Background: an optimization exercise with open tools, aiming at small area, a short achievable clock period and few clock cycles per item. Do not read the settings as production practice.
Where RTL was checked, it was by simulation tests only, not by an equivalence proof against the original.
Function not checked in run 1: the RTL went through the layout flow alone.
Power is estimated from default activity; no workload was simulated.

## flow/design.v

```verilog
package deq_pkg;
  localparam int unsigned DEPTH  = 32;
  localparam int unsigned AW     = $clog2(DEPTH);
  localparam int unsigned CW     = $clog2(DEPTH + 1);
  localparam int unsigned CMD_W  = 3;
  localparam int unsigned DATA_W = 32;
  localparam int unsigned ST_W   = 2;
  typedef enum logic [CMD_W-1:0] {
    CMD_PUSH_FRONT = 3'd0,
    CMD_PUSH_REAR  = 3'd1,
    CMD_POP_FRONT  = 3'd2,
    CMD_POP_REAR   = 3'd3,
    CMD_QUERY      = 3'd4,
    CMD_DUMP       = 3'd5
  } cmd_t;
  typedef enum logic [ST_W-1:0] {
    ST_OK    = 2'd0,
    ST_UNDER = 2'd1,
    ST_OVER  = 2'd2
  } status_t;
  function automatic logic [AW-1:0] ring_pos(input logic [AW-1:0] base,
                                             input logic [CW-1:0] off);
    logic [CW:0] sum;
    logic [CW:0] lim;
    lim = DEPTH;
    sum = {{(CW+1-AW){1'b0}}, base} + {1'b0, off};
    if (sum >= lim) begin
      sum = sum - lim;
    end
    ring_pos = sum[AW-1:0];
  endfunction
endpackage
module deq_ram #(
  parameter int unsigned WIDTH = 32,
  parameter int unsigned DEPTH = 32
) (
  input  logic                     clk,
  input  logic                     we,
  input  logic [$clog2(DEPTH)-1:0] waddr,
  input  logic [WIDTH-1:0]         wdata,
  input  logic                     re,
  input  logic [$clog2(DEPTH)-1:0] raddr,
  output logic [WIDTH-1:0]         rdata
);
  logic [WIDTH-1:0] mem [DEPTH];
  always_ff @(posedge clk) begin
    if (we) begin
      mem[waddr] <= wdata;
    end
    if (re) begin
      rdata <= mem[raddr];
    end
  end
endmodule
module double_ended_queue_top (
  input  logic                              clk,
  input  logic                              rst_n,
  input  logic                              in_valid,
  output logic                              in_ready,
  input  logic [deq_pkg::CMD_W-1:0]         in_command,
  input  logic signed [deq_pkg::DATA_W-1:0] in_value,
  output logic                              out_valid,
  input  logic                              out_ready,
  output logic signed [deq_pkg::DATA_W-1:0] out_data,
  output logic [deq_pkg::ST_W-1:0]          out_status,
  output logic                              out_empty_res,
  output logic                              out_last
);
  localparam int unsigned DEPTH = deq_pkg::DEPTH;
  localparam int unsigned AW    = deq_pkg::AW;
  localparam int unsigned CW    = deq_pkg::CW;
  localparam int unsigned DW    = deq_pkg::DATA_W;
  logic [DW-1:0] mem [DEPTH];
  logic [AW-1:0] front;        
  logic [AW-1:0] rear;         
  logic [CW-1:0] cnt;
  logic [AW-1:0] front_m1;     
  logic [AW-1:0] rear_p1;      
  logic          rdy;
  logic          y_v;
  logic [AW-1:0] rp;
  logic [DEPTH-1:0] rsel;      
  logic [1:0]    y_s;
  logic          y_e;
  logic          y_l;
  logic          dnl;          
  logic          out_v;
  logic [DW-1:0] out_d;
  logic [1:0]    out_s;
  logic          out_e;
  logic          out_l;
  logic          sk_v;
  logic [DW-1:0] sk_d;
  logic [1:0]    sk_s;
  logic          sk_e;
  logic          sk_l;
  logic          x;
  logic          full;
  logic          empty;
  logic          cnt_one;
  logic          cnt_ge2;
  logic          c_pushf, c_pushr, c_popf, c_popr, c_dump, c_push, c_pop;
  logic          we;
  logic [AW-1:0] wa;
  logic          out_free;
  logic          y_mv;
  logic [AW-1:0] rp_inc;
  logic          nxt_last;
  logic [DW-1:0] res_d;
  logic          sk_v_n;
  logic          dnl_n;
  logic [1:0]    x_s;
  logic [DEPTH-1:0] front_oh;
  logic [DEPTH-1:0] rear_oh;
  logic          x_e;
  assign full    = cnt[CW-1];
  assign empty   = (cnt == '0);
  assign cnt_one = (cnt == CW'(1));
  assign cnt_ge2 = |cnt[CW-1:1];
  assign c_pushf = (in_command == 3'd0);
  assign c_pushr = (in_command == 3'd1);
  assign c_popf  = (in_command == 3'd2);
  assign c_popr  = (in_command == 3'd3);
  assign c_dump  = (in_command == 3'd5);
  assign c_push  = c_pushf || c_pushr;
  assign c_pop   = c_popf || c_popr;
  assign x  = in_valid && rdy;
  assign we = x && c_push && !full;
  assign wa = c_pushf ? front_m1 : rear_p1;
  assign out_free = !out_v || out_ready;
  assign y_mv     = !sk_v;
  assign rp_inc   = rp + 1'b1;
  assign nxt_last = (rp_inc == rear);
  assign in_ready = rdy;
  always_comb begin
    x_s = deq_pkg::ST_OK;
    x_e = empty;
    if (c_push) begin
      x_e = 1'b0;
      if (full) x_s = deq_pkg::ST_OVER;
    end
    if (c_pop) begin
      if (empty) x_s = deq_pkg::ST_UNDER;
      else       x_e = cnt_one;
    end
    if (c_dump && !empty) x_e = 1'b0;
  end
  always_comb begin
    res_d = sk_d & {DW{sk_v}};
    for (int i = 0; i < DEPTH; i++) begin
      res_d = res_d | (mem[i] & {DW{rsel[i] && !sk_v}});
    end
  end
  always_comb begin
    for (int i = 0; i < DEPTH; i++) begin
      front_oh[i] = (front == AW'(i));
      rear_oh[i]  = (rear == AW'(i));
    end
  end
  always_ff @(posedge clk) begin
    if (we) mem[wa] <= in_value;
  end
  always_comb begin
    sk_v_n = !out_free && (sk_v || y_v);
    dnl_n = dnl;
    if (y_mv) begin
      if (dnl)    dnl_n = !nxt_last;
      else if (x) dnl_n = c_dump && cnt_ge2;
      else        dnl_n = 1'b0;
    end
  end
  always_ff @(posedge clk) begin
    if (!rst_n) begin
      front    <= '0;
      rear     <= '1;
      front_m1 <= '1;
      rear_p1  <= '0;
      cnt   <= '0;
      rdy   <= 1'b1;
      y_v   <= 1'b0;
      dnl   <= 1'b0;
      out_v <= 1'b0;
      sk_v  <= 1'b0;
    end else begin
      if (x) begin
        if (c_pushf && !full) begin
          front    <= front_m1;
          front_m1 <= front_m1 - 1'b1;
        end
        if (c_popf && !empty) begin
          front    <= front + 1'b1;
          front_m1 <= front;
        end
        if (c_pushr && !full) begin
          rear    <= rear_p1;
          rear_p1 <= rear_p1 + 1'b1;
        end
        if (c_popr && !empty) begin
          rear    <= rear - 1'b1;
          rear_p1 <= rear;
        end
        if (c_push && !full)   cnt   <= cnt + 1'b1;
        if (c_pop && !empty)   cnt   <= cnt - 1'b1;
      end
      rdy  <= !sk_v_n && !dnl_n;
      dnl  <= dnl_n;
      sk_v <= sk_v_n;
      if (y_mv) y_v <= dnl || x;
      if (out_free) out_v <= sk_v || y_v;
    end
  end
  always_ff @(posedge clk) begin
    if (y_mv) begin
      if (dnl) begin
        rp   <= rp_inc;
        rsel <= {rsel[DEPTH-2:0], rsel[DEPTH-1]};
        y_s  <= deq_pkg::ST_OK;
        y_e  <= 1'b0;
        y_l  <= nxt_last;
      end else begin
        rp   <= c_popr ? rear : front;
        rsel <= (x && (c_pop || c_dump) && !empty) ? (c_popr ? rear_oh : front_oh) : '0;
        y_s  <= x_s;
        y_e  <= x_e;
        y_l  <= !(c_dump && cnt_ge2);
      end
    end
    if (out_free) begin
      out_d <= res_d;
      out_s <= sk_v ? sk_s : y_s;
      out_e <= sk_v ? sk_e : y_e;
      out_l <= sk_v ? sk_l : y_l;
    end
    if (!sk_v) begin
      sk_d <= res_d;
      sk_s <= y_s;
      sk_e <= y_e;
      sk_l <= y_l;
    end
  end
  assign out_valid     = out_v;
  assign out_data      = out_d;
  assign out_status    = out_s;
  assign out_empty_res = out_e;
  assign out_last      = out_l;
endmodule
```

## flow/constraint.sdc

```tcl
create_clock -name core_clock -period 5.0 [get_ports {clk}]
set_input_delay 1.0000 -clock core_clock [delete_from_list [all_inputs] [get_ports {clk}]]
set_output_delay 1.0000 -clock core_clock [all_outputs]
set_load 0.01 [all_outputs]
```

## flow/run.sh

```bash
#!/bin/bash
# synth_recipe.tcl (not shown) runs the flow's synth.tcl, then flattens the netlist and writes it again
# the make line also repeats each setting of config.mk as NAME=value (left out here)
make -C /OpenROAD-flow-scripts/flow DESIGN_CONFIG=/design/flow/config.mk WORK_HOME=/design/flow/orfs CLKGATE_MAP_FILE= SYNTH_SCRIPT=/design/flow/synth_recipe.tcl finish
```

## flow/config.mk

```make
export PLATFORM = sky130hd
export DESIGN_NAME = double_ended_queue_top
export DESIGN_NICKNAME = double_ended_queue_top
export VERILOG_FILES = /design/flow/design.v
export SDC_FILE = /design/flow/constraint.sdc
export NUM_CORES = 4
export LEC_CHECK = 0
export CAP_MARGIN = 20
export CORE_MARGIN = 2
export CORE_UTILIZATION = 65
export SETUP_SLACK_MARGIN = 2.8
export SLEW_MARGIN = 20
```

==> flow_summary_export.csv, run 1 <==
group,metric,value,unit
sta,slew_violations,0,
die,core_area,65500,µm²
final_layout,final_util,0.843,
grt,first_global_vias,26830,
die,start_util,0.655,
synthesis,synthCells,2423,
outcome,status,"finished clean",
grt,grt_max_degree,49,
worst_setup_path,criticalPathCategory,"input port to flip-flop",
pwr,total_power,20800,µW
worst_setup_path,cp_num_buf_inv,9,
sta,finalSetupViolCount,0,
grt,gr-total-overflow,0,
worst_setup_path,arrival,3060,ps
grt,gr-usage-met1,0.580,
routing,drt_iter0_drc,6133,
sta,final-hold-violation-count,0,
grt,grt_usage,0.435,
min_path,hold_path.class,"flip-flop to flip-flop",
sta,fin_ws,2470,ps
final_layout,fillers,2735,
worst_setup_path,cp_max_fo,6,
synthesis,async_flop_share,0,
worst_setup_path,cp_slowest_cell,"mux2i_4",
grt,use_met3,0.128,
die,fp.dieW,261,µm
clock_network,clock_sinks,1168,
synthesis,synth_top_family_by_area,"compound AO/OA/AOI/OAI gates",
sta,max_freq,395,MHz
grt,top_usage_layer,"met2",
clock_network,clockBufferDepth,3,
worst_setup_path,critPathCaptureType,"flip-flop",
synthesis,avgSynthCellArea,17.7,µm²
synthesis,synth.area.mux_share,0.00344,
synthesis,netlist_area,42900,µm²
clock_network,cts_buffers,110,
place,io_buffers,76,
routing,finalWirelength,172000,µm
sta,rsz0062_at_grt,"yes",
clock_network,clk_pin_slew,70,ps
synthesis,synth_cell_types,68,
synthesis,synth_compound_area_frac,0.119,
synthesis,synth_flop_cell,"edfxtp_1",
sta,tns,0,ps
grt,grt_pass1_wl,201000,µm
sta,relSlewSlack,0.229,
grt,grt_util_met2,0.648,
die,fp-row-count,94,
routing,drc,0,
pwr,power_density,377,nW/µm²
final_layout,layout-drive-gt1-share,0.262,
synthesis,synth-edff-count,1133,
sta,min_period,2530,ps
routing,first_pass_iters,10,
clock_network,cts_tree,"yes",
worst_setup_path,required,5530,ps
worst_setup_path,cp_slowest_stage_delay,330,ps
final_layout,syn2layout_area_growth,28.8,%
routing,viasPerCell,7.95,
grt,antenna_found_initial,4,
sta,tightestPinTransition,1150,ps
clock_network,ctsHoldBuffers,0,
place,place.gp.congestion,0.855,
place,dp_slack,791,ps
synthesis,synth_fp_nets,2474,
synthesis,synth_xor_area_frac,0.00286,
routing,drt.antenna.violating_nets,0,
synthesis,yosysSeqAreaShare,0.809,
final_layout,multi_input_area,8610,µm²
die,io_pins,77,
routing,vias,30213,
die,die_h,261,µm
routing,wire_per_inst,45.3,µm
clock_network,clock_latency,720,ps
sta,fin_skew,48.2,ps
worst_setup_path,cpMostUsedCell,"buf_6",
run,drv_cap,0,
synthesis,synth_adder_area_share,0.00350,
die,die_area,68100,µm²
pwr,ir_worst_vdd,0.339,mV
place,dp_hpwl,68100,µm
pwr,leakage,0.0183,µW
synthesis,synth-warning-count,1,
worst_setup_path,crit_chain,"buf_6 > buf_8 > buf_12 > buf_6 > buf_6 > buf_6 > nand3b_1 > buf_6 > buf_12 > mux2i_4 > buf_4 > nand2_4 > nor2_1 > a22o_1",
worst_setup_path,startpoint_type,"input port",
clock_network,cts-root-buf,"clkbuf_16",
final_layout,regArea,34700,µm²
final_layout,fin_nets,2893,
synthesis,synth_simple_gate_area_share,0.0458,
synthesis,ys_seq_elements,1168,
clock_network,htree_levels,3,
worst_setup_path,crit_family,"buffers and inverters",
sta,post-route-period-util,0.507,
[synth_stat cells (all sizes together) (7+ instances only)]
cell | instances | share of area
edfxtp | 1133 | 0.79
a22oi | 317 | 0.055
clkbuf | 133 | 0.012
nand4 | 93 | 0.014
a22o | 84 | 0.017
a221oi | 82 | 0.017
nor2 | 72 | 0.0063
nand2 | 71 | 0.0063
a21oi | 62 | 0.0077
o21ai | 49 | 0.0059
dfxtp | 35 | 0.016
nand3 | 33 | 0.0038
nor4 | 26 | 0.0043
buf | 25 | 0.0032
nor3 | 16 | 0.0020
nor2b | 14 | 0.0020
nand2b | 13 | 0.0019
o22ai | 13 | 0.0019
ha | 12 | 0.0035
inv | 12 | 0.0010
a222oi | 11 | 0.0026
a2bb2oi | 11 | 0.0022
o31ai | 11 | 0.0019
o211ai | 10 | 0.0017
mux2i | 8 | 0.0019
a31oi | 7 | 0.0010
xnor2 | 7 | 0.0014
xor2 | 7 | 0.0014
[cell type report]
type | instances | share of cell area
antenna | 1 | 0.0000453
clock buffer | 133 | 0.0529
clock inverter | 71 | 0.0157
inverter | 12 | 0.000860
multi-input combinational | 1088 | 0.156
sequential | 1168 | 0.629
tap | 864 | 0.0196
timing repair buffer | 462 | 0.126
[state kept, by name, indices dropped and copies added, names as in the netlist, 2 cells and up]
name,flops
sk_d,32
out_s,2
mem,1024
sk_s,2
rp,5
rear_p1,5
y_s,2
front_m1,5
rear,5
cnt,6
out_d,32
rsel,32
front,5
[through the flow]
step                cell area, µm²  instances  hold WS [ps]
floorplan                    43400       2423           446
global placement             45500       3295           453
detailed placement           45500       3295           463
CTS                          52400       3668           477
global route                 55300       3798           507
finish                       55300       3799           497
[per-layer routing]
metal  part of all wire  vias up
li1                   -    10985
met1               0.29    14592
met2               0.42     3625
met3               0.19     1000
met4              0.096       11
met5             0.0012        -
[path summary, 6_finish.rpt]
kind	slack [ps]	cells after the start	startpoint	to
worst max register to register	2470	5	rsel[12]	sk_d[1]
worst min-delay path	500	1	sk_s[0]	sk_s[0]
worst max-delay path	2470	14	in_command[1]	rsel[2]
worst min register to register	500	1	sk_s[0]	sk_s[0]
[report_power, final]
part	total, µW	switching, µW	internal [µW]
Combinational	871	569	302
Sequential	10900	69.3	10900
Clock	9000	3820	5180
Total	20800	4460	16400
[cells by family after synthesis]
family,count (synthesis)
and+or+nand+nor,367
muxes,14
DFF,1168
buffers and inverters,170
xor gates and xnor gates,14
adders and majority gates,12
AOI/OAI and AO/OA,678
[cells in the final DEF (no fill, tap or decap), types with 31 or more instances in the layout]
master / instances
a21oi_1: 57
a221oi_1: 65
a22o_1: 84
a22oi_1: 312
buf_12: 106
buf_16: 58
buf_2: 58
buf_4: 94
buf_6: 75
clkbuf_16: 157
edfxtp_1: 1133
nand2_1: 56
nand3_1: 31
nand4_1: 92
nor2_1: 39
nor2_4: 32
[repair_timing]
item | in CTS | in global routing
hold endpoints to repair | 0 | 0
pin swaps | 38 | 47
cloned | 46 | 58
gates resized for setup | 357 | 185
endpoints found under the setup margin | 1202 | 1122
buffers inserted | 123 | 72
[worst register-to-register path, stage by stage, from the launching register on]
cell and delay (ps):
edfxtp_1 540, buf_4 340, a22oi_1 330, nand4_1 400, nor4_2 520, a2bb2oi_1 160
==> run 2, diff against run 1 <==
--- a/flow/design.v
+++ b/flow/design.v
@@ -100,8 +100,9 @@
   logic          cnt_one;
   logic          cnt_ge2;
   logic          c_pushf, c_pushr, c_popf, c_popr, c_dump, c_push, c_pop;
-  logic          we;
-  logic [AW-1:0] wa;
+  logic [DEPTH-1:0] wf_ok;
+  logic [DEPTH-1:0] wr_ok;
+  logic [DEPTH-1:0] we_w;
   logic          out_free;
   logic          y_mv;
   logic [AW-1:0] rp_inc;
@@ -125,8 +126,6 @@
   assign c_push  = c_pushf || c_pushr;
   assign c_pop   = c_popf || c_popr;
   assign x  = in_valid && rdy;
-  assign we = x && c_push && !full;
-  assign wa = c_pushf ? front_m1 : rear_p1;
   assign out_free = !out_v || out_ready;
   assign y_mv     = !sk_v;
   assign rp_inc   = rp + 1'b1;
@@ -157,8 +156,17 @@
       rear_oh[i]  = (rear == AW'(i));
     end
   end
-  always_ff @(posedge clk) begin
-    if (we) mem[wa] <= in_value;
+  always_comb begin
+    for (int i = 0; i < DEPTH; i++) begin
+      wf_ok[i] = rdy && !full && (front_m1 == AW'(i));
+      wr_ok[i] = rdy && !full && (rear_p1 == AW'(i));
+      we_w[i]  = in_command[0] ? wr_ok[i] : wf_ok[i];
+    end
+  end
+  always_ff @(posedge clk) begin
+    for (int i = 0; i < DEPTH; i++) begin
+      if (we_w[i]) mem[i] <= in_value;
+    end
   end
   always_comb begin
     sk_v_n = !out_free && (sk_v || y_v);
--- a/flow/config.mk
+++ b/flow/config.mk
@@ -7,6 +7,8 @@
 export LEC_CHECK = 0
 export CAP_MARGIN = 20
 export CORE_MARGIN = 2
-export CORE_UTILIZATION = 65
-export SETUP_SLACK_MARGIN = 2.8
+export CORE_UTILIZATION = 70
+export CTS_CLUSTER_DIAMETER = 80
+export CTS_CLUSTER_SIZE = 25
+export SETUP_SLACK_MARGIN = 2.75
 export SLEW_MARGIN = 20
==> flow_summary_export.csv, run 2 <==
group,metric,value,unit
synthesis,yosysSeqAreaShare,0.808,
worst_setup_path,ff2ff_path_depth,6,
worst_setup_path,crit_chain,"buf_8 > a22o_1 > a221oi_1 > nand4_1 > o22ai_2 > o21ai_0",
final_layout,syn2layout_area_growth,11.2,%
worst_setup_path,crit_path_start,"rsel[19]",
worst_setup_path,criticalPathCategory,"flip-flop to flip-flop",
clock_network,clock_sinks,1168,
routing,wire_per_inst,38.6,µm
routing,viasPerCell,7.84,
clock_network,cts_tree,"yes",
clock_network,clk_pin_slew,100,ps
die,io_pins,77,
sta,post-route-period-util,0.472,
min_path,holdPathStages,1,
die,core_area,60500,µm²
worst_setup_path,required,5370,ps
worst_setup_path,cp_slowest_stage_delay,440,ps
pwr,ir_worst_vdd,0.383,mV
clock_network,clock_latency,670,ps
sta,rsz0062_at_grt,"yes",
synthesis,synth_fp_nets,2498,
grt,first_global_vias,25057,
synthesis,ys_top_cells_by_area,"edfxtp_1 (79%), a22oi_1 (6.2%), dfxtp_1 (1.6%), a22o_1 (1.5%), nand4_1 (1.5%)",
outcome,status,"finished clean",
place,place.gp.congestion,0.872,
min_path,hold_start,"sk_s[1]",
sta,tns,0,ps
die,fp.dieW,252,µm
synthesis,yosysTopAreaCellShare,0.792,
worst_setup_path,arrival,2720,ps
grt,grt_usage,0.413,
routing,drt_iter0_drc,4740,
synthesis,synth-edff-count,1133,
synthesis,async_flop_share,0,
synthesis,avgSynthCellArea,17.6,µm²
place,io_buffers,76,
place,placedInstanceArea,45300,µm²
die,fp-row-count,90,
run,drv_cap,0,
worst_setup_path,startpoint_type,"flip-flop",
synthesis,ys_seq_elements,1168,
routing,finalWirelength,130000,µm
grt,gr-total-overflow,0,
clock_network,cts_buffers,53,
worst_setup_path,cp_num_cells,6,
final_layout,regArea,34700,µm²
synthesis,synth_cell_types,64,
worst_setup_path,cp_num_buf_inv,1,
grt,grt_pass1_wl,181000,µm
synthesis,synthCells,2444,
min_path,hold_path.class,"flip-flop to flip-flop",
pwr,leakage,0.0152,µW
die,die_area,63400,µm²
synthesis,synth_most_common_cell,"edfxtp_1",
sta,finalSetupViolCount,0,
place,dp_hpwl,68700,µm
grt,antenna_found_initial,0,
final_layout,fin_nets,2626,
routing,vias,26390,
final_layout,final_util,0.791,
synthesis,synth_flop_cell,"edfxtp_1",
sta,max_freq,424,MHz
final_layout,diodes,0,
synthesis,ys_top_cells_by_count,"edfxtp_1 (1133), a22oi_1 (356), clkbuf_1 (140)",
worst_setup_path,critPathCaptureType,"flip-flop",
routing,drc,0,
sta,slew_violations,0,
final_layout,design_area,47800,µm²
final_layout,fillers,3179,
final_layout,largest_reg_flops,1024,
final_layout,multi_input_area,8260,µm²
final_layout,max_flop_register,"mem",
sta,final-hold-violation-count,0,
die,start_util,0.711,
clock_network,cts-root-buf,"clkbuf_16",
pwr,power_density,352,nW/µm²
clock_network,htree_levels,2,
sta,relSlewSlack,0.194,
routing,drt.antenna.violating_nets,0,
worst_setup_path,cp_slowest_cell,"edfxtp_1",
sta,fin_skew,21.8,ps
synthesis,netlist_area,43000,µm²
final_layout,layout_commonest_cell,"edfxtp_1",
synthesis,synth-warning-count,2,
synthesis,yosysTopAreaCell,"edfxtp_1",
worst_setup_path,crit_family,"compound AO/OA/AOI/OAI gates",
routing,first_pass_iters,6,
clock_network,clockBufferDepth,3,
worst_setup_path,cp_max_fo,32,
die,die_h,252,µm
final_layout,layout-drive-gt1-share,0.154,
final_layout,final_cell_mix,"edfxtp_1 (1133), a22oi_1 (354), nand4_1 (100)",
sta,tightestPinTransition,1200,ps
sta,min_period,2360,ps
grt,grt_max_degree,51,
worst_setup_path,r2r-start,"rsel[19]",
-- run 2: cell types whose count changed in the layout (fill, tap and decap cells not counted), sizes merged, moves of 20 or more --
| cell | before | now |
|---|---|---|
| buf | 403 | 208 |
| a221oi | 82 | 62 |
| clkbuf | 177 | 70 |
| a22oi | 317 | 356 |
| bufinv | 20 | 0 |
| clkinv | 43 | 1 |
-- run 2: what timing repair did --
action | 4_1_cts | 5_1_grt
pin swaps | 26 | 16
hold buffers | 0 | 0
gates resized for setup | 234 | 65
cloned | 4 | 3
buffers inserted | 50 | 18
endpoints found under the setup margin | 1205 | 824
-- run 2: cell type report --
class                   instances  area share
clock buffers                  64      0.0297
clock inverters                 4    0.000942
inverters                      18     0.00152
multi-input cells            1098       0.173
flip-flops and latches       1168       0.727
well taps                     782      0.0205
repair buffers                233      0.0478
-- run 2: cells by family after synthesis --
| logic type | share of synthesized area |
|---|---|
| mux | 0.00198 |
| compound gates | 0.120 |
| simple gates | 0.0459 |
| flops | 0.808 |
| fa+ha+maj | 0.00437 |
| buf+inv | 0.0162 |
| xor+xnor | 0.00309 |
-- run 2: per-layer routing --
| metal | vias to the layer above | wire length, µm | GRT usage | share of wire |
|---|---|---|---|---|
| met2 | 2474 | 60400 | 0.645 | 0.46 |
| met3 | 421 | 19900 | 0.0976 | 0.15 |
| met4 | 0 | 6990 | 0.184 | 0.054 |
| met5 | - | 0 | 0 | 0 |
| li1 | 10369 | - | - | - |
| met1 | 13126 | 42700 | 0.567 | 0.33 |
-- run 2: metrics by stage --
step	setup WS (ps)	hold WS [ps]	power, µW	instances
5_1_grt	2670	498	17200	3367
3_5_place_dp	726	461	12200	3223
3_3_place_gp	828	452	12100	3223
4_1_cts	2750	484	16800	3345
6_report	2640	481	16800	3367
2_1_floorplan	1870	446	11700	2444
-- run 2: worst paths after layout --
check | slack, ps | endpoint
setup / recovery | 2640 | out_d[19]
hold / removal | 480 | sk_s[1]
setup reg to reg | 2640 | out_d[19]
hold reg to reg | 480 | sk_s[1]
-- run 2: report_power, final --
part | internal, µW | total, µW | switching [µW] | leakage, µW
registers | 11000 | 11100 | 99.6 | 0.0108
clock network | 2020 | 4860 | 2840 | 0.000716
logic | 255 | 875 | 620 | 0.00369
Testbench counts of run 2, summed over its fixed seeds: cycles 5,691, items 4,800.
==> run 3, diff against run 2 <==
--- a/flow/config.mk
+++ b/flow/config.mk
@@ -8,7 +8,7 @@
 export CAP_MARGIN = 20
 export CORE_MARGIN = 2
 export CORE_UTILIZATION = 70
-export CTS_CLUSTER_DIAMETER = 80
-export CTS_CLUSTER_SIZE = 25
-export SETUP_SLACK_MARGIN = 2.75
+export CTS_CLUSTER_DIAMETER = 100
+export CTS_CLUSTER_SIZE = 30
+export SETUP_SLACK_MARGIN = 2.7
 export SLEW_MARGIN = 20
==> flow_summary_export.csv, run 3 <==
group,metric,value,unit
routing,drt_iter0_drc,4480,
sta,post-route-period-util,0.464,
place,dp_slack,911,ps
pwr,power_density,348,nW/µm²
worst_setup_path,cp-endpoint,"mem[17][17]",
synthesis,yosysSeqAreaShare,0.808,
sta,fin_skew,27.4,ps
grt,first_global_vias,25432,
pwr,total_power,16500,µW
worst_setup_path,required,5310,ps
sta,rsz0062_at_grt,"yes",
grt,grt_usage,0.411,
worst_setup_path,ff2ff_path_depth,5,
final_layout,syn2layout_area_growth,10.2,%
sta,final-hold-violation-count,0,
routing,vias,26141,
grt,grt_util_met2,0.634,
synthesis,ys_seq_elements,1168,
worst_setup_path,critPathCaptureType,"flip-flop",
pwr,leakage,0.0150,µW
synthesis,synth-edff-count,1133,
routing,wire_per_inst,38.6,µm
synthesis,ys_top_cells_by_area,"edfxtp_1 (79%), a22oi_1 (6.2%), dfxtp_1 (1.6%), a22o_1 (1.5%), nand4_1 (1.5%)",
synthesis,avgSynthCellArea,17.6,µm²
clock_network,clk_pin_slew,110,ps
clock_network,ctsHoldBuffers,0,
die,fp-row-count,90,
final_layout,final_cell_mix,"edfxtp_1 (1133), a22oi_1 (355), nand4_1 (100)",
grt,gr-total-overflow,0,
final_layout,fin_nets,2605,
worst_setup_path,cp_slowest_cell,"dfxtp_1",
synthesis,yosysTopAreaCell,"edfxtp_1",
place,placedInstanceArea,45300,µm²
worst_setup_path,cp_slowest_stage_delay,430,ps
sta,min_period,2320,ps
die,die_area,63400,µm²
synthesis,synth_flop_cell,"edfxtp_1",
sta,fin_ws,2680,ps
routing,finalWirelength,129000,µm
grt,top_usage_layer,"met2",
synthesis,ys_top_cells_by_count,"edfxtp_1 (1133), a22oi_1 (356), clkbuf_1 (140)",
sta,max_freq,431,MHz
worst_setup_path,r2r-start,"cnt[5]",
worst_setup_path,criticalPathCategory,"flip-flop to flip-flop",
grt,gr-usage-met1,0.585,
grt,use_met3,0.0886,
die,die_h,252,µm
synthesis,yosysTopAreaCellShare,0.792,
worst_setup_path,startpoint_type,"flip-flop",
die,core_area,60500,µm²
worst_setup_path,crit_chain,"nand2b_1 > nor2_4 > nand2b_1 > nor2_4 > buf_12",
synthesis,synth_fp_nets,2498,
clock_network,cts_tree,"yes",
worst_setup_path,crit_path_start,"cnt[5]",
clock_network,cts_buffers,45,
synthesis,netlist_area,43000,µm²
grt,grt_pass1_wl,181000,µm
place,dp_hpwl,69600,µm
routing,drc,0,
pwr,ir_worst_vdd,0.317,mV
clock_network,cts-root-buf,"clkbuf_16",
final_layout,layout_commonest_cell,"edfxtp_1",
clock_network,htree_levels,2,
synthesis,synth_cell_types,64,
grt,antenna_found_initial,1,
min_path,hold_path.class,"flip-flop to flip-flop",
place,place.gp.congestion,0.896,
final_layout,largest_reg_flops,1024,
routing,viasPerCell,7.82,
clock_network,clock_sinks,1168,
final_layout,max_flop_register,"mem",
final_layout,design_area,47400,µm²
place,io_buffers,76,
synthesis,async_flop_share,0,
worst_setup_path,arrival,2640,ps
synthesis,synth-warning-count,2,
worst_setup_path,reg2reg_to,"mem[17][17]",
synthesis,synthCells,2444,
sta,slew_violations,0,
sta,tns,0,ps
final_layout,fillers,3230,
die,fp.dieW,252,µm
worst_setup_path,rrSetupSlack,2680,ps
routing,first_pass_iters,6,
routing,drt.antenna.violating_nets,0,
outcome,status,"finished clean",
die,start_util,0.711,
sta,tightestPinTransition,1180,ps
grt,grt_max_degree,75,
clock_network,clockBufferDepth,3,
sta,finalSetupViolCount,0,
sta,relSlewSlack,0.210,
synthesis,synth_most_common_cell,"edfxtp_1",
worst_setup_path,cp_max_fo,32,
run,drv_cap,0,
clock_network,clock_latency,650,ps
die,io_pins,77,
final_layout,layout-drive-gt1-share,0.131,
final_layout,final_cells,3341,
place,place_inst,3230,
## run 3: cell count changes in the layout (fill, tap and decap cells not counted), sizes merged
cell	delta
buf	-39
clkdlybuf4s15	+20
clkbuf	-4
bufbuf	-2
nor2	-2
clkdlybuf4s50	+1
diode	+1
inv	-1
## run 3: worst min-delay path by stage
stage / from / to / slack, ps / cells past startpoint
after CTS: sk_s[0] / sk_s[0] / 490 / 1
after global routing: y_e / sk_e / 520 / 1
after floorplan: sk_e / sk_e / 450 / 1
after global placement: sk_s[1] / sk_s[1] / 460 / 1
final: sk_s[0] / sk_s[0] / 490 / 1
after detailed placement: sk_e / sk_e / 460 / 1
## run 3: routing by layer
metal	part of all wire	wire (µm)
met1	0.34	44400
met4	0.047	6020
met2	0.46	59400
met5	0.000078	10
met3	0.15	19100
## run 3: repair_timing
action | 4_1_cts | 5_1_grt
gates resized for setup | 163 | 56
pin swaps | 15 | 5
cloned | 1 | 1
setup endpoints to repair | 1186 | 637
setup buffers | 51 | 3
## run 3: stage by stage
step	utilization	hold slack [ps]
after floorplan	-	446
after global placement	0.750	455
after detailed placement	0.750	456
after CTS	0.783	487
after global routing	0.783	516
final	0.783	485
## run 3: cells by family (layout without fill, tap and decap cells)
group | count (synthesis) | count (layout) | synth area share
muxes | 8 | 8 | 0.00198
AOI/OAI and AO/OA | 694 | 694 | 0.120
other | 0 | 1 | 0
DFF | 1168 | 1168 | 0.808
and+or+nand+nor | 367 | 367 | 0.0459
adders and majority gates | 15 | 15 | 0.00437
xor gates and xnor gates | 12 | 12 | 0.00309
buffers and inverters | 180 | 294 | 0.0162
## run 3: power by group
| group | internal (µW) | switching, µW |
|---|---|---|
| logic | 264 | 617 |
| registers | 11000 | 102 |
| clock network | 1730 | 2760 |
| total | 13000 | 3480 |
## run 3: final cells by class
class                           instances  area, µm²  share of cell area
Antenna cell                            1       2.50           0.0000528
Clock buffer                           51       1190              0.0251
Clock inverter                          3       50.0             0.00106
Inverter                               18       70.1             0.00148
Multi-Input combinational cell       1096       8150               0.172
Sequential cell                      1168      34700               0.733
Tap cell                              782        978              0.0207
Timing Repair Buffer                  222       2190              0.0463
## run 3: worst max-delay path: cells and delay by family (launching register included)
kind	cells	cell delay (ps)
simple gates	4	1210
flops	1	430
buf+inv	1	330
==> run 4, diff against run 3 <==
--- a/flow/config.mk
+++ b/flow/config.mk
@@ -5,10 +5,10 @@
 export SDC_FILE = /design/flow/constraint.sdc
 export NUM_CORES = 4
 export LEC_CHECK = 0
-export CAP_MARGIN = 20
+export CAP_MARGIN = 0
 export CORE_MARGIN = 2
 export CORE_UTILIZATION = 70
 export CTS_CLUSTER_DIAMETER = 100
 export CTS_CLUSTER_SIZE = 30
 export SETUP_SLACK_MARGIN = 2.7
-export SLEW_MARGIN = 20
+export SLEW_MARGIN = 0
==> flow_summary_export.csv, run 4 <==
group,metric,value,unit
synthesis,yosysTopAreaCell,"edfxtp_1",
grt,grt_pass1_wl,182000,µm
synthesis,synth_cell_types,64,
final_layout,layout_commonest_cell,"edfxtp_1",
final_layout,design_area,47400,µm²
routing,met3_length,19500,µm
min_path,hold_start,"sk_s[0]",
worst_setup_path,critPathCaptureType,"flip-flop",
worst_setup_path,cp_max_fo,20,
synthesis,async_flop_share,0,
grt,grt_max_degree,75,
clock_network,cts-root-buf,"clkbuf_16",
final_layout,final_cell_mix,"edfxtp_1 (1133), a22oi_1 (355), nand4_1 (100)",
clock_network,htree_levels,2,
pwr,leakage,0.0149,µW
place,dp_hpwl,69600,µm
grt,antenna_found_initial,3,
routing,viasPerCell,7.85,
synthesis,yosysTopAreaCellShare,0.792,
die,die_h,252,µm
routing,drt.antenna.violating_nets,0,
worst_setup_path,criticalPathCategory,"input port to flip-flop",
final_layout,fin_nets,2599,
pwr,power_density,348,nW/µm²
final_layout,max_flop_register,"mem",
routing,finalWirelength,129000,µm
worst_setup_path,ff2ff_path_depth,5,
synthesis,synth-edff-count,1133,
worst_setup_path,required,5340,ps
pwr,p_int,13000,µW
grt,grt_usage,0.413,
synthesis,ys_seq_elements,1168,
worst_setup_path,startpoint_type,"input port",
outcome,status,"finished clean",
worst_setup_path,crit_path_start,"in_command[0]",
synthesis,netlist_area,43000,µm²
pwr,power_frac_seq,0.675,
routing,drc,0,
die,io_pins,77,
clock_network,cts_buffers,45,
sta,slew_violations,0,
sta,fin_skew,43.2,ps
min_path,holdPathStages,1,
clock_network,ctsHoldBuffers,0,
sta,min_period,2320,ps
min_path,hold_end,"sk_s[0]",
routing,top_layer,"met5",
place,place.gp.congestion,0.896,
clock_network,clk_pin_slew,110,ps
synthesis,synth_flop_cell,"edfxtp_1",
die,fp.dieW,252,µm
place,io_buffers,76,
pwr,ir_worst_vdd,0.273,mV
sta,finalSetupViolCount,0,
routing,wl_met2,59900,µm
place,dp_slack,913,ps
pwr,switching_share,0.212,
sta,tightestPinTransition,1320,ps
worst_setup_path,r2r-start,"front_m1[1]",
sta,max_freq,430,MHz
worst_setup_path,rrSetupSlack,2700,ps
clock_network,cts_tree,"yes",
routing,first_pass_iters,6,
die,die_area,63400,µm²
pwr,p_sw,3480,µW
final_layout,diodes,0,
synthesis,yosysSeqAreaShare,0.808,
sta,relSlewSlack,0.115,
pwr,comb_power_share,0.053,
routing,wire_per_inst,38.7,µm
clock_network,clock_sinks,1168,
place,placedInstanceArea,45300,µm²
sta,post-route-period-util,0.465,
final_layout,layout-drive-gt1-share,0.121,
routing,drt_iter0_drc,4638,
sta,holdWs,484,ps
min_path,hold_path.class,"flip-flop to flip-flop",
synthesis,synth-warning-count,2,
worst_setup_path,arrival,2660,ps
sta,tns,0,ps
sta,rsz0062_at_grt,"yes",
final_layout,largest_reg_flops,1024,
die,start_util,0.711,
synthesis,ys_top_cells_by_count,"edfxtp_1 (1133), a22oi_1 (356), clkbuf_1 (140)",
synthesis,synth_most_common_cell,"edfxtp_1",
synthesis,ys_top_cells_by_area,"edfxtp_1 (79%), a22oi_1 (6.2%), dfxtp_1 (1.6%), a22o_1 (1.5%), nand4_1 (1.5%)",
clock_network,clock_latency,650,ps
grt,first_global_vias,25220,
synthesis,synthCells,2444,
die,core_area,60500,µm²
synthesis,avgSynthCellArea,17.6,µm²
synthesis,synth_fp_nets,2498,
clock_network,clockBufferDepth,3,
die,fp-row-count,90,
final_layout,syn2layout_area_growth,10.2,%
sta,final-hold-violation-count,0,
pwr,pwr-share-clk,0.272,
routing,vias,26160,
run,drv_cap,0,
worst_setup_path,reg2reg_to,"mem[7][25]",
grt,gr-total-overflow,0,
final_layout,fillers,3225,
routing,wl_met1,43800,µm
sta,fin_ws,2680,ps
==> run 4: cell types whose count changed in the layout (fill, tap and decap cells not counted), moves of 4 or more <==
cell,change
buf_2,-16
nor4_2,+4
buf_8,-5
clkbuf_2,-5
clkdlybuf4s50_1,+18
==> run 4: how the worst max path moves through the flow <==
| stage | endpoint | slack [ps] | cells past startpoint |
|---|---|---|---|
| after floorplan | mem[8][0] | 1870 | 6 |
| after global placement | mem[14][11] | 950 | 7 |
| after detailed placement | mem[14][0] | 910 | 7 |
| after CTS | out_data[26] | 2700 | 1 |
| after global routing | out_d[18] | 2620 | 6 |
| final | mem[7][25] | 2680 | 6 |
==> run 4: area by class of cell <==
class | instances | area, µm² | share of cell area
clock buffers | 51 | 1170 | 0.0247
clock inverters | 3 | 48.8 | 0.00103
inverters | 18 | 70.1 | 0.00148
multi-input cells | 1096 | 8130 | 0.172
flip-flops and latches | 1168 | 34700 | 0.733
well taps | 782 | 978 | 0.0207
repair buffers | 216 | 2230 | 0.0471
==> run 4: what timing repair did <==
action                     in CTS  in global routing
resized for setup             163                 48
setup endpoints to repair    1184                538
buffers inserted               48                  1
cloned                          2                  0
pin swaps                      14                  2
==> run 4: logic make-up after synthesis <==
| group | synth area share |
|---|---|
| flops | 0.808 |
| xor+xnor | 0.00309 |
| fa+ha+maj | 0.00437 |
| simple gates | 0.0459 |
| buf+inv | 0.0162 |
| mux | 0.00198 |
| compound gates | 0.120 |
==> run 4: power by group through the flow <==
stage	registers [µW]	logic, µW	clock network (µW)
finish	11100	880	4470
global route	11100	916	4730
CTS	11100	853	4440
detailed placement	11300	834	0
global placement	11300	817	0
floorplan	11300	348	0
==> run 4: stage by stage <==
| step | total power [µW] | cells | util |
|---|---|---|---|
| global route | 16800 | 3334 | 0.783 |
| global placement | 12100 | 3229 | 0.750 |
| finish | 16500 | 3334 | 0.783 |
| floorplan | 11700 | 2444 | - |
| CTS | 16400 | 3333 | 0.782 |
| detailed placement | 12200 | 3229 | 0.750 |
==> run 4: worst max-delay path, cell delays in order <==
cell	delay, ps
buf_4	170
buf_12	190
o31a_2	400
or2_4	320
nor2_4	170
bufbuf_16	380
==> run 4: layer usage <==
metal / track usage / vias up
met1: 0.590 / 13026
met4: 0.157 / 6
met3: 0.0884 / 381
met2: 0.642 / 2452
li1: - / 10295
met5: 0 / -
==> run 5, diff against run 4 <==
--- a/flow/config.mk
+++ b/flow/config.mk
@@ -10,5 +10,5 @@
 export CORE_UTILIZATION = 70
 export CTS_CLUSTER_DIAMETER = 100
 export CTS_CLUSTER_SIZE = 30
-export SETUP_SLACK_MARGIN = 2.7
+export SETUP_SLACK_MARGIN = 2.75
 export SLEW_MARGIN = 0
==> flow_summary_export.csv, run 5 <==
group,metric,value,unit
sta,slew_violations,0,
final_layout,final_cell_mix,"edfxtp_1 (1133), a22oi_1 (354), nand4_1 (100)",
sta,final-hold-violation-count,0,
grt,grt_max_degree,51,
synthesis,avgSynthCellArea,17.6,µm²
final_layout,syn2layout_area_growth,10.8,%
place,dp_hpwl,68700,µm
final_layout,final_util,0.788,
synthesis,synth-edff-count,1133,
pwr,leakage,0.0151,µW
routing,first_pass_iters,6,
pwr,p_sw,3490,µW
routing,drc,0,
final_layout,max_flop_register,"mem",
clock_network,cts-root-buf,"clkbuf_16",
outcome,status,"finished clean",
synthesis,async_flop_share,0,
final_layout,multi_input_area,8260,µm²
sta,holdWs,485,ps
worst_setup_path,startpoint_type,"input port",
routing,finalWirelength,129000,µm
final_layout,final_cells,3352,
synthesis,synth_fp_nets,2498,
routing,drt.antenna.violating_nets,0,
grt,use_met3,0.0985,
routing,viasPerCell,7.88,
pwr,switching_share,0.211,
worst_setup_path,required,5320,ps
sta,fin_skew,26.5,ps
grt,gr-usage-met1,0.561,
place,place.gp.congestion,0.872,
synthesis,synth_cell_types,64,
grt,antenna_found_initial,3,
die,fp-row-count,90,
pwr,ir_worst_vdd,0.421,mV
die,core_area,60500,µm²
place,place_inst,3223,
grt,grt_util_met2,0.639,
clock_network,clock_latency,660,ps
die,io_pins,77,
final_layout,largest_reg_flops,1024,
routing,drt_iter0_drc,4375,
final_layout,layout_commonest_cell,"edfxtp_1",
pwr,pwr-share-clk,0.273,
synthesis,ys_top_cells_by_count,"edfxtp_1 (1133), a22oi_1 (356), clkbuf_1 (140)",
final_layout,diodes,0,
synthesis,synth_most_common_cell,"edfxtp_1",
sta,relSlewSlack,0.141,
pwr,power_density,346,nW/µm²
sta,rsz0062_at_grt,"yes",
grt,grt_pass1_wl,181000,µm
worst_setup_path,criticalPathCategory,"input port to flip-flop",
synthesis,yosysTopAreaCellShare,0.792,
grt,top_usage_layer,"met2",
final_layout,fin_nets,2616,
place,io_buffers,76,
synthesis,synthCells,2444,
clock_network,cts_tree,"yes",
final_layout,layout-drive-gt1-share,0.142,
die,fp.dieW,252,µm
sta,max_freq,439,MHz
clock_network,clockBufferDepth,3,
grt,grt_usage,0.412,
die,die_h,252,µm
synthesis,yosysSeqAreaShare,0.808,
pwr,p_int,13000,µW
die,start_util,0.711,
min_path,hold_path.class,"flip-flop to flip-flop",
synthesis,yosysTopAreaCell,"edfxtp_1",
sta,min_period,2280,ps
sta,finalSetupViolCount,0,
synthesis,synth_flop_cell,"edfxtp_1",
routing,wire_per_inst,38.6,µm
grt,first_global_vias,25024,
synthesis,ys_top_cells_by_area,"edfxtp_1 (79%), a22oi_1 (6.2%), dfxtp_1 (1.6%), a22o_1 (1.5%), nand4_1 (1.5%)",
worst_setup_path,critPathCaptureType,"flip-flop",
clock_network,cts_buffers,45,
pwr,comb_power_share,0.054,
sta,post-route-period-util,0.455,
final_layout,regArea,34700,µm²
sta,tightestPinTransition,1280,ps
routing,vias,26424,
worst_setup_path,cp_max_fo,19,
run,drv_cap,0,
grt,gr-total-overflow,0,
worst_setup_path,arrival,2600,ps
clock_network,htree_levels,2,
die,die_area,63400,µm²
clock_network,clock_sinks,1168,
synthesis,synth-warning-count,2,
synthesis,ys_seq_elements,1168,
synthesis,netlist_area,43000,µm²
final_layout,fillers,3211,
clock_network,clk_pin_slew,100,ps
pwr,power_frac_seq,0.674,
sta,tns,0,ps
==> run 5: final cells by class <==
cell class                      instances  share of cell area
Timing Repair Buffer                  230              0.0492
Multi-Input combinational cell       1099               0.173
Inverter                               18             0.00152
Sequential cell                      1168               0.729
Tap cell                              782              0.0205
Clock inverter                          3            0.000946
Clock buffer                           52              0.0251
==> run 5: power by group through the flow <==
stage          Combinational [µW]  Sequential (µW)  Clock (µW)
2_1_floorplan                 351            11300           0
3_3_place_gp                  813            11300           0
3_5_place_dp                  832            11300           0
4_1_cts                       843            11100        4490
5_1_grt                       915            11100        4750
6_report                      884            11100        4500
==> run 5: logic make-up (layout without fill, tap and decap cells) <==
group                      count (synthesis)  count (layout)  share of synthesized area
AOI/OAI and AO/OA                        694             694                      0.120
xor gates and xnor gates                  12              12                    0.00309
adders and majority gates                 15              15                    0.00437
buffers and inverters                    180             303                     0.0162
DFF                                     1168            1168                      0.808
muxes                                      8               8                    0.00198
and+or+nand+nor                          367             370                     0.0459
==> run 5: worst paths after layout <==
check	to	cells after the start	slack [ps]	start
setup / recovery	mem[15][23]	6	2720	in_command[0]
setup reg to reg	sk_d[19]	5	2730	rsel[11]
hold / removal	sk_s[1]	1	490	sk_s[1]
hold reg to reg	sk_s[1]	1	490	sk_s[1]
==> run 5: per-stage QoR <==
stage | area (µm²) | power, µW | setup WS (ps)
after global routing | 47600 | 16800 | 2730
after floorplan | 43300 | 11700 | 1870
after global placement | 45300 | 12100 | 828
final | 47600 | 16500 | 2720
after CTS | 47300 | 16400 | 2730
after detailed placement | 45300 | 12200 | 726
==> run 5: critical path: stages <==
cell and delay, ps:
clkbuf_4 200, buf_6 190, o31a_2 400, or2_4 320, nor2_4 120, buf_6 330
==> run 5: routing by layer <==
| layer | vias to the layer above | wire length, µm |
|---|---|---|
| met1 | 13075 | 42200 |
| met3 | 469 | 20000 |
| met5 | - | 22 |
| met4 | 4 | 7420 |
| li1 | 10337 | - |
| met2 | 2539 | 59800 |
==> run 5: timing repair <==
action	4_1_cts	5_1_grt
cloned	4	1
buffers inserted	55	14
pin swaps	27	11
setup endpoints to repair	1206	351
gates resized for setup	246	55
hold buffers	0	0
==> run 6, diff against run 5 <==
--- a/flow/config.mk
+++ b/flow/config.mk
@@ -10,5 +10,5 @@
 export CORE_UTILIZATION = 70
 export CTS_CLUSTER_DIAMETER = 100
 export CTS_CLUSTER_SIZE = 30
-export SETUP_SLACK_MARGIN = 2.75
+export SETUP_SLACK_MARGIN = 2.8
 export SLEW_MARGIN = 0
==> flow_summary_export.csv, run 6 <==
group,metric,value,unit
routing,wire_per_inst,39.8,µm
place,place.gp.congestion,0.887,
worst_setup_path,r2r-start,"rear_p1[1]",
worst_setup_path,crit_path_start,"rear_p1[1]",
grt,grt_pass1_wl,183000,µm
clock_network,clock_latency,650,ps
synthesis,avgSynthCellArea,17.6,µm²
die,core_area,60500,µm²
die,die_area,63400,µm²
worst_setup_path,criticalPathCategory,"flip-flop to flip-flop",
sta,tightestPinTransition,1370,ps
synthesis,synth_most_common_cell,"edfxtp_1",
sta,tns,0,ps
routing,viasPerCell,7.95,
die,io_pins,77,
final_layout,layout_commonest_cell,"edfxtp_1",
worst_setup_path,cp_max_fo,32,
sta,holdWs,488,ps
final_layout,final_util,0.803,
final_layout,fin_nets,2671,
final_layout,layout-drive-gt1-share,0.165,
clock_network,cts_tree,"yes",
sta,final-hold-violation-count,0,
pwr,ir_worst_vdd,0.363,mV
grt,grt_usage,0.418,
grt,grt_max_degree,50,
final_layout,largest_reg_flops,1024,
worst_setup_path,critPathCaptureType,"flip-flop",
die,fp.dieW,252,µm
sta,fin_ws,2720,ps
worst_setup_path,rrSetupSlack,2720,ps
synthesis,netlist_area,43000,µm²
place,dp_hpwl,70300,µm
worst_setup_path,arrival,2620,ps
clock_network,cts_buffers,45,
synthesis,ys_seq_elements,1168,
grt,first_global_vias,25374,
clock_network,cts-root-buf,"clkbuf_16",
sta,relSlewSlack,0.0809,
synthesis,synth-warning-count,2,
final_layout,final_cell_mix,"edfxtp_1 (1133), a22oi_1 (353), buf_4 (119)",
pwr,power_density,341,nW/µm²
place,dp_slack,940,ps
sta,slew_violations,0,
synthesis,yosysTopAreaCellShare,0.792,
clock_network,htree_levels,2,
synthesis,synth_flop_cell,"edfxtp_1",
synthesis,async_flop_share,0,
clock_network,clock_sinks,1168,
grt,antenna_found_initial,2,
routing,drc,0,
die,fp-row-count,90,
routing,finalWirelength,136000,µm
synthesis,synth_fp_nets,2498,
worst_setup_path,crit_chain,"inv_1 > a32oi_4 > nor3_4 > buf_8",
routing,drt_iter0_drc,5146,
place,io_buffers,76,
sta,min_period,2280,ps
sta,post-route-period-util,0.456,
clock_network,clockBufferDepth,3,
synthesis,synth_cell_types,64,
worst_setup_path,cp_num_buf_inv,2,
pwr,leakage,0.0155,µW
pwr,total_power,16600,µW
grt,gr-total-overflow,0,
final_layout,syn2layout_area_growth,13.1,%
sta,max_freq,439,MHz
clock_network,clk_pin_slew,110,ps
final_layout,max_flop_register,"mem",
synthesis,yosysTopAreaCell,"edfxtp_1",
run,drv_cap,0,
worst_setup_path,cp_slowest_stage_delay,710,ps
synthesis,synth-edff-count,1133,
routing,first_pass_iters,7,
synthesis,ys_top_cells_by_count,"edfxtp_1 (1133), a22oi_1 (356), clkbuf_1 (140)",
final_layout,fillers,3100,
sta,fin_skew,43.9,ps
worst_setup_path,cp_slowest_cell,"a32oi_4",
outcome,status,"finished clean",
clock_network,ctsHoldBuffers,0,
sta,finalSetupViolCount,0,
routing,drt.antenna.violating_nets,0,
die,start_util,0.711,
min_path,hold_path.class,"flip-flop to flip-flop",
worst_setup_path,startpoint_type,"flip-flop",
die,die_h,252,µm
worst_setup_path,required,5340,ps
synthesis,ys_top_cells_by_area,"edfxtp_1 (79%), a22oi_1 (6.2%), dfxtp_1 (1.6%), a22o_1 (1.5%), nand4_1 (1.5%)",
synthesis,yosysSeqAreaShare,0.808,
routing,vias,27106,
sta,rsz0062_at_grt,"yes",
worst_setup_path,crit_family,"compound AO/OA/AOI/OAI gates",
synthesis,synthCells,2444,
min_path,hold_start,"sk_e",
run 6: cell count changes in the layout (fill, tap and decap cells not counted), moves of 3 or more:
cell       previous run  this run
clkbuf_16            47        56
buf_4                89       119
nor4_1               17         9
buf_12               35        45
buf_16                0         4
buf_8                 5        10
nor4_2                7        14
a221oi_1             53        50
run 6: layout make-up:
cell class / instances / area (µm²) / area share
Clock inverter: 3 / 47.5 / 0.000979
Inverter: 18 / 73.8 / 0.00152
Clock buffer: 53 / 1200 / 0.0247
Sequential cell: 1168 / 34700 / 0.715
Timing Repair Buffer: 287 / 3160 / 0.0651
Antenna cell: 2 / 5.00 / 0.000103
Tap cell: 782 / 978 / 0.0201
Multi-Input combinational cell: 1097 / 8370 / 0.172
run 6: cell families (layout without fill, tap and decap cells):
kind of cell | count (synthesis) | after routing | share of synthesized area
other cells | 0 | 2 | 0
flops | 1168 | 1168 | 0.808
buf+inv | 180 | 361 | 0.0162
mux | 8 | 8 | 0.00198
simple gates | 367 | 368 | 0.0459
xor+xnor | 12 | 12 | 0.00309
fa+ha+maj | 15 | 15 | 0.00437
compound gates | 694 | 694 | 0.120
run 6: where the power goes:
group / switching [µW] / internal (µW) / leakage, µW
clock: 2780 / 1730 / 0.000606
combinational: 646 / 297 / 0.00409
sequential: 98.2 / 11000 / 0.0108
run 6: path summary, 6_finish.rpt:
check	depth (start not counted)	to
setup / recovery	4	mem[13][11]
hold / removal	1	sk_e
setup reg to reg	4	mem[13][11]
hold reg to reg	1	sk_e
run 6: per-layer routing:
metal | track usage | share of wire | up-vias
met5 | 0 | 0.000066 | -
met4 | 0.193 | 0.064 | 2
li1 | - | - | 10471
met3 | 0.0895 | 0.17 | 523
met2 | 0.648 | 0.45 | 2813
met1 | 0.582 | 0.32 | 13297
run 6: timing repair:
item,in CTS,in global routing
pin swaps,30,17
gates cloned,7,9
setup endpoints to repair,1207,633
gates resized for setup,287,56
setup buffers,76,34
run 6: worst reg2reg max path, delay by kind of cell (launching register included):
| family | cells | cell delay [ps] |
|---|---|---|
| AOI/OAI and AO/OA | 1 | 710 |
| buffers and inverters | 2 | 550 |
| DFF | 1 | 580 |
| and+or+nand+nor | 1 | 130 |
run 6: stage by stage:
step / std cells / cell area (µm²)
5_1_grt: 3408 / 48600
2_1_floorplan: 2444 / 43300
3_3_place_gp: 3226 / 45300
3_5_place_dp: 3226 / 45300
4_1_cts: 3365 / 47800
6_report: 3410 / 48600
==> run 7, diff against run 6 <==
==> flow/config.mk (replaced) <==
export PLATFORM = sky130hd
export DESIGN_NAME = double_ended_queue_top
export DESIGN_NICKNAME = double_ended_queue_top
export VERILOG_FILES = /design/flow/design.v
export SDC_FILE = /design/flow/constraint.sdc
export NUM_CORES = 4
export LEC_CHECK = 0
export CAP_MARGIN = 20
export CORE_MARGIN = 2
export CORE_UTILIZATION = 72
export CTS_CLUSTER_DIAMETER = 100
export CTS_CLUSTER_SIZE = 30
export SETUP_SLACK_MARGIN = 2.75
export SLEW_MARGIN = 20
==> flow_summary_export.csv, run 7 <==
group,metric,value,unit
final_layout,largest_reg_flops,1024,
routing,wire_per_inst,38.6,µm
sta,final-hold-violation-count,0,
sta,tightestPinTransition,1120,ps
run,drv_cap,0,
final_layout,fillers,2952,
synthesis,async_flop_share,0,
synthesis,synthCells,2444,
grt,gr-total-overflow,0,
synthesis,synth_cell_types,64,
grt,grt_usage,0.427,
sta,slew_violations,0,
clock_network,cts-root-buf,"clkbuf_16",
pwr,leakage,0.0152,µW
pwr,comb_power_share,0.054,
place,place_inst,3207,
clock_network,clock_sinks,1168,
place,place.gp.congestion,0.900,
clock_network,clk_pin_slew,120,ps
final_layout,final_cells,3350,
synthesis,synth_flop_cell,"edfxtp_1",
worst_setup_path,startpoint_type,"input port",
final_layout,fin_nets,2622,
synthesis,ys_seq_elements,1168,
routing,drc,0,
worst_setup_path,criticalPathCategory,"input port to flip-flop",
synthesis,synth-edff-count,1133,
grt,grt_max_degree,68,
synthesis,synth_most_common_cell,"edfxtp_1",
worst_setup_path,critPathCaptureType,"flip-flop",
routing,first_pass_iters,6,
grt,grt_pass1_wl,182000,µm
sta,max_freq,427,MHz
sta,fin_skew,41.4,ps
routing,viasPerCell,7.96,
final_layout,syn2layout_area_growth,11.1,%
die,fp-row-count,89,
worst_setup_path,required,5350,ps
place,io_buffers,76,
synthesis,synth-warning-count,2,
clock_network,cts_buffers,45,
outcome,status,"finished clean",
final_layout,max_flop_register,"mem",
synthesis,yosysTopAreaCell,"edfxtp_1",
grt,first_global_vias,25609,
routing,drt_iter0_drc,4835,
synthesis,yosysSeqAreaShare,0.808,
worst_setup_path,arrival,2690,ps
worst_setup_path,cp_max_fo,16,
synthesis,netlist_area,43000,µm²
die,die_area,61600,µm²
pwr,pwr-share-clk,0.271,
sta,tns,0,ps
clock_network,cts_tree,"yes",
synthesis,ys_top_cells_by_count,"edfxtp_1 (1133), a22oi_1 (356), clkbuf_1 (140)",
synthesis,ys_top_cells_by_area,"edfxtp_1 (79%), a22oi_1 (6.2%), dfxtp_1 (1.6%), a22o_1 (1.5%), nand4_1 (1.5%)",
pwr,switching_share,0.211,
final_layout,final_util,0.809,
die,core_area,59000,µm²
clock_network,clock_latency,650,ps
final_layout,design_area,47700,µm²
clock_network,ctsHoldBuffers,0,
pwr,total_power,16400,µW
die,io_pins,77,
min_path,hold_path.class,"flip-flop to flip-flop",
routing,drt.antenna.violating_nets,0,
final_layout,final_cell_mix,"edfxtp_1 (1133), a22oi_1 (354), nand4_1 (100)",
grt,antenna_found_initial,2,
final_layout,layout-drive-gt1-share,0.150,
pwr,power_density,344,nW/µm²
pwr,ir_worst_vdd,0.394,mV
routing,finalWirelength,129000,µm
routing,vias,26665,
synthesis,avgSynthCellArea,17.6,µm²
synthesis,yosysTopAreaCellShare,0.792,
synthesis,synth_fp_nets,2498,
pwr,p_int,13000,µW
die,start_util,0.728,
sta,min_period,2340,ps
clock_network,clockBufferDepth,3,
place,dp_hpwl,66600,µm
final_layout,layout_commonest_cell,"edfxtp_1",
place,placedInstanceArea,45200,µm²
pwr,p_sw,3470,µW
pwr,power_frac_seq,0.676,
sta,rsz0062_at_grt,"yes",
clock_network,htree_levels,2,
die,die_h,248,µm
die,fp.dieW,248,µm
sta,post-route-period-util,0.468,
sta,relSlewSlack,0.253,
sta,finalSetupViolCount,0,
## run 7: cell counts after synthesis
No cell type changed its count.
## run 7: area by class of cell
type	count	area, µm²	share of cell area
Timing Repair Buffer	238	2500	0.0523
Clock inverter	3	52.6	0.00110
Tap cell	773	967	0.0203
Multi-Input combinational cell	1097	8220	0.172
Inverter	18	72.6	0.00152
Antenna cell	2	5.00	0.000105
Sequential cell	1168	34700	0.728
Clock buffer	51	1170	0.0245
## run 7: kinds of logic (layout without fill, tap and decap cells)
| group | after synthesis | in the layout | synth area share |
|---|---|---|---|
| flops | 1168 | 1168 | 0.808 |
| simple gates | 367 | 368 | 0.0459 |
| other cells | 0 | 2 | 0 |
| buf+inv | 180 | 310 | 0.0162 |
| compound gates | 694 | 694 | 0.120 |
| fa+ha+maj | 15 | 15 | 0.00437 |
| xor+xnor | 12 | 12 | 0.00309 |
| mux | 8 | 8 | 0.00198 |
## run 7: through the flow
stage	setup slack, ps	hold WS (ps)
2_1_floorplan	1870	446
3_3_place_gp	1040	452
5_1_grt	2650	511
6_report	2660	486
4_1_cts	2710	489
3_5_place_dp	961	455
## run 7: worst paths after layout
check                              startpoint          to  slack (ps)  depth (start not counted)
worst max register to register        rsel[1]     sk_d[6]        2730                          6
worst min register to register            y_e        sk_e         490                          1
worst max-delay path            in_command[0]  mem[2][31]        2660                          6
worst min-delay path                      y_e        sk_e         490                          1
## run 7: critical path, stage by stage
cell and delay, ps:
buf_4 150, mux2i_4 370, nand2_4 160, or2_4 340, nor2_4 250, bufbuf_16 400
## run 7: per-layer routing
layer | routed length [µm] | up-vias | track usage
met2 | 59900 | 2632 | 0.662
met1 | 41900 | 13196 | 0.595
met4 | 7290 | 0 | 0.196
met5 | 0 | - | 0
met3 | 20100 | 468 | 0.0930
li1 | - | 10369 | -
## run 7: repair_timing
action                     4_1_cts  5_1_grt
setup endpoints to repair     1216      499
gates cloned                     9        0
buffers inserted                65       11
resized for setup              264       59
pin swaps                       21       11
## run 7: power groups by stage
| stage | combinational [µW] | clock (µW) | sequential (µW) |
|---|---|---|---|
| 2_1_floorplan | 351 | 0 | 11300 |
| 3_3_place_gp | 799 | 0 | 11300 |
| 3_5_place_dp | 818 | 0 | 11300 |
| 4_1_cts | 846 | 4420 | 11100 |
| 5_1_grt | 923 | 4710 | 11100 |
| 6_report | 886 | 4450 | 11100 |
==> run 8, diff against run 7 <==
--- a/flow/design.v
+++ b/flow/design.v
@@ -77,6 +77,7 @@
   logic [AW-1:0] front_m1;     
   logic [AW-1:0] rear_p1;      
   logic          rdy;
+  logic          wok;          
   logic          y_v;
   logic [AW-1:0] rp;
   logic [DEPTH-1:0] rsel;      
@@ -109,6 +110,7 @@
   logic          nxt_last;
   logic [DW-1:0] res_d;
   logic          sk_v_n;
+  logic [CW-1:0] cnt_n;
   logic          dnl_n;
   logic [1:0]    x_s;
   logic [DEPTH-1:0] front_oh;
@@ -158,8 +160,8 @@
   end
   always_comb begin
     for (int i = 0; i < DEPTH; i++) begin
-      wf_ok[i] = rdy && !full && (front_m1 == AW'(i));
-      wr_ok[i] = rdy && !full && (rear_p1 == AW'(i));
+      wf_ok[i] = wok && (front_m1 == AW'(i));
+      wr_ok[i] = wok && (rear_p1 == AW'(i));
       we_w[i]  = in_command[0] ? wr_ok[i] : wf_ok[i];
     end
   end
@@ -169,6 +171,9 @@
     end
   end
   always_comb begin
+    cnt_n = cnt;
+    if (x && c_push && !full) cnt_n = cnt + 1'b1;
+    if (x && c_pop && !empty) cnt_n = cnt - 1'b1;
     sk_v_n = !out_free && (sk_v || y_v);
     dnl_n = dnl;
     if (y_mv) begin
@@ -185,6 +190,7 @@
       rear_p1  <= '0;
       cnt   <= '0;
       rdy   <= 1'b1;
+      wok   <= 1'b1;
       y_v   <= 1'b0;
       dnl   <= 1'b0;
       out_v <= 1'b0;
@@ -207,10 +213,10 @@
           rear    <= rear - 1'b1;
           rear_p1 <= rear;
         end
-        if (c_push && !full)   cnt   <= cnt + 1'b1;
-        if (c_pop && !empty)   cnt   <= cnt - 1'b1;
       end
+      cnt  <= cnt_n;
       rdy  <= !sk_v_n && !dnl_n;
+      wok  <= !sk_v_n && !dnl_n && !cnt_n[CW-1];
       dnl  <= dnl_n;
       sk_v <= sk_v_n;
       if (y_mv) y_v <= dnl || x;
--- a/flow/config.mk
+++ b/flow/config.mk
@@ -7,8 +7,8 @@
 export LEC_CHECK = 0
 export CAP_MARGIN = 20
 export CORE_MARGIN = 2
-export CORE_UTILIZATION = 72
+export CORE_UTILIZATION = 70
 export CTS_CLUSTER_DIAMETER = 100
 export CTS_CLUSTER_SIZE = 30
-export SETUP_SLACK_MARGIN = 2.75
+export SETUP_SLACK_MARGIN = 2.7
 export SLEW_MARGIN = 20
==> flow_summary_export.csv, run 8 <==
group,metric,value,unit
worst_setup_path,required,5380,ps
place,place.gp.congestion,0.886,
die,fp.dieW,252,µm
synthesis,ys_top_cells_by_count,"edfxtp_1 (1133), a22o_1 (235), a221oi_1 (207)",
final_layout,layout_commonest_cell,"edfxtp_1",
routing,finalWirelength,130000,µm
routing,drc,0,
synthesis,yosysTopAreaCell,"edfxtp_1",
clock_network,clk_pin_slew,110,ps
worst_setup_path,critPathCaptureType,"flip-flop",
synthesis,synth-edff-count,1133,
worst_setup_path,arrival,2750,ps
clock_network,cts_buffers,45,
grt,first_global_vias,25053,
grt,gr-total-overflow,0,
final_layout,fin_nets,2592,
pwr,power_density,344,nW/µm²
worst_setup_path,cp_max_fo,10,
synthesis,async_flop_share,0,
synthesis,yosysTopAreaCellShare,0.789,
worst_setup_path,cp_slowest_cell,"edfxtp_1",
synthesis,yosysSeqAreaShare,0.806,
grt,grt_usage,0.411,
grt,grt_max_degree,75,
place,io_buffers,76,
synthesis,ys_top_cells_by_area,"edfxtp_1 (79%), a22o_1 (4.8%), a221oi_1 (4.2%), dfxtp_1 (1.7%), clkbuf_1 (0.98%)",
synthesis,synth-warning-count,2,
routing,drt.antenna.violating_nets,0,
min_path,hold_path.class,"flip-flop to flip-flop",
routing,viasPerCell,7.89,
sta,max_freq,422,MHz
final_layout,syn2layout_area_growth,11.9,%
clock_network,cts-root-buf,"clkbuf_16",
die,die_area,63600,µm²
final_layout,layout-drive-gt1-share,0.159,
die,die_h,252,µm
clock_network,clock_sinks,1169,
sta,tightestPinTransition,1170,ps
final_layout,final_cells,3330,
final_layout,final_cell_mix,"edfxtp_1 (1133), a22o_1 (235), a221oi_1 (182)",
synthesis,synth_fp_nets,2436,
worst_setup_path,startpoint_type,"flip-flop",
synthesis,netlist_area,43100,µm²
pwr,ir_worst_vdd,0.370,mV
outcome,status,"finished clean",
routing,vias,26261,
die,core_area,60600,µm²
place,place_inst,3194,
sta,final-hold-violation-count,0,
grt,grt_pass1_wl,181000,µm
synthesis,ys_seq_elements,1169,
place,dp_hpwl,67700,µm
routing,wire_per_inst,39.1,µm
sta,tns,0,ps
sta,rsz0062_at_grt,"yes",
grt,antenna_found_initial,1,
final_layout,max_flop_register,"mem",
worst_setup_path,cp_slowest_stage_delay,500,ps
synthesis,synth_flop_cell,"edfxtp_1",
clock_network,clock_latency,660,ps
sta,post-route-period-util,0.474,
synthesis,synth_cell_types,67,
sta,min_period,2370,ps
clock_network,clockBufferDepth,3,
final_layout,largest_reg_flops,1024,
clock_network,cts_tree,"yes",
sta,relSlewSlack,0.219,
worst_setup_path,cp_num_buf_inv,2,
clock_network,htree_levels,2,
sta,fin_skew,34.5,ps
routing,drt_iter0_drc,4421,
worst_setup_path,criticalPathCategory,"flip-flop to flip-flop",
routing,first_pass_iters,6,
synthesis,synthCells,2383,
worst_setup_path,crit_chain,"buf_4 > buf_4 > a22o_1 > a221oi_2 > and3_1 > nand4_1 > a22o_1",
run,drv_cap,0,
die,start_util,0.712,
synthesis,synth_most_common_cell,"edfxtp_1",
sta,slew_violations,0,
die,io_pins,77,
final_layout,diodes,0,
die,fp-row-count,90,
worst_setup_path,crit_family,"compound AO/OA/AOI/OAI gates",
sta,finalSetupViolCount,0,
synthesis,avgSynthCellArea,18.1,µm²
pwr,leakage,0.0155,µW
-- run 8: cell count changes after synthesis, sizes merged, moves of 25 or more --
cell / delta
and3: +26
a22oi: -309
and4: +30
nand2: +25
nand4: -56
a221oi: +145
clkbuf: -27
a22o: +161
-- run 8: cell type report --
| type | count | area (µm²) |
|---|---|---|
| sequential | 1169 | 34800 |
| clock inverter | 5 | 78.8 |
| tap | 782 | 978 |
| timing repair buffer | 246 | 2590 |
| fill | 3148 | 12300 |
| clock buffer | 51 | 1150 |
| multi-input combinational | 1052 | 8600 |
| inverter | 25 | 104 |
-- run 8: report_power, final --
group	switching, µW	leakage (µW)	internal [µW]
Sequential	102	0.0108	11000
Combinational	642	0.00402	322
Clock	2800	0.000598	1680
-- run 8: final timing paths --
kind,slack [ps],from,cells after the start,endpoint
max,2630,rsel[31],7,out_d[4]
min,490,sk_s[1],1,sk_s[1]
max reg2reg,2630,rsel[31],7,out_d[4]
min reg2reg,490,sk_s[1],1,sk_s[1]
-- run 8: timing repair --
| item | 4_1_cts | 5_1_grt |
|---|---|---|
| setup buffers | 59 | 11 |
| hold buffers | 0 | 0 |
| resized for setup | 212 | 66 |
| gates cloned | 6 | 3 |
| endpoints found under the setup margin | 1186 | 582 |
| pin swaps | 14 | 18 |
-- run 8: stage by stage --
stage / worst slack (ps) / hold slack, ps / total power (µW) / area (µm²) / util
4_1_cts: 2700 / 497 / 16600 / 48000 / 0.792
3_3_place_gp: 1150 / 455 / 12200 / 45600 / 0.753
5_1_grt: 2630 / 516 / 16900 / 48300 / 0.796
2_1_floorplan: 2240 / 446 / 11800 / 43700 / -
3_5_place_dp: 1090 / 462 / 12300 / 45600 / 0.753
6_report: 2630 / 495 / 16600 / 48300 / 0.796
-- run 8: layer usage --
layer  vias to the layer above  wire length (µm)  GRT usage
met4                         2              7550      0.191
met2                      2491             59100      0.633
met1                     13023             43600      0.569
li1                      10316                 -          -
met5                         -                13          0
met3                       429             19800     0.0961
-- run 8: cells by family (layout without fill, tap and decap cells) --
logic type	count (synthesis)	after routing	share of synthesized area
AO/OA/AOI/OAI	685	685	0.128
multiplexers	11	11	0.00267
AND/OR/NAND/NOR	332	332	0.0418
adder cells (fa/ha/maj)	14	14	0.00406
buffers and inverters	162	327	0.0146
flip-flops	1169	1169	0.806
XOR/XNOR	10	10	0.00305
-- run 8: worst register-to-register path, cell delays in order, from the launching register on --
cell and delay (ps):
edfxtp_1 500, buf_4 180, buf_4 210, a22o_1 250, a221oi_2 320, and3_1 240, nand4_1 100, a22o_1 290
Testbench counts of run 8, summed over its fixed seeds: cycles 5,691, items 4,800.

Setup slack of run 8, layout unchanged: 2.630 ns with ideal ports, 2.630 ns with driving cells assumed (clock clkbuf_16, inputs buf_2), 1.993 ns with port delays also shifted by the 0.712 ns mid clock arrival.
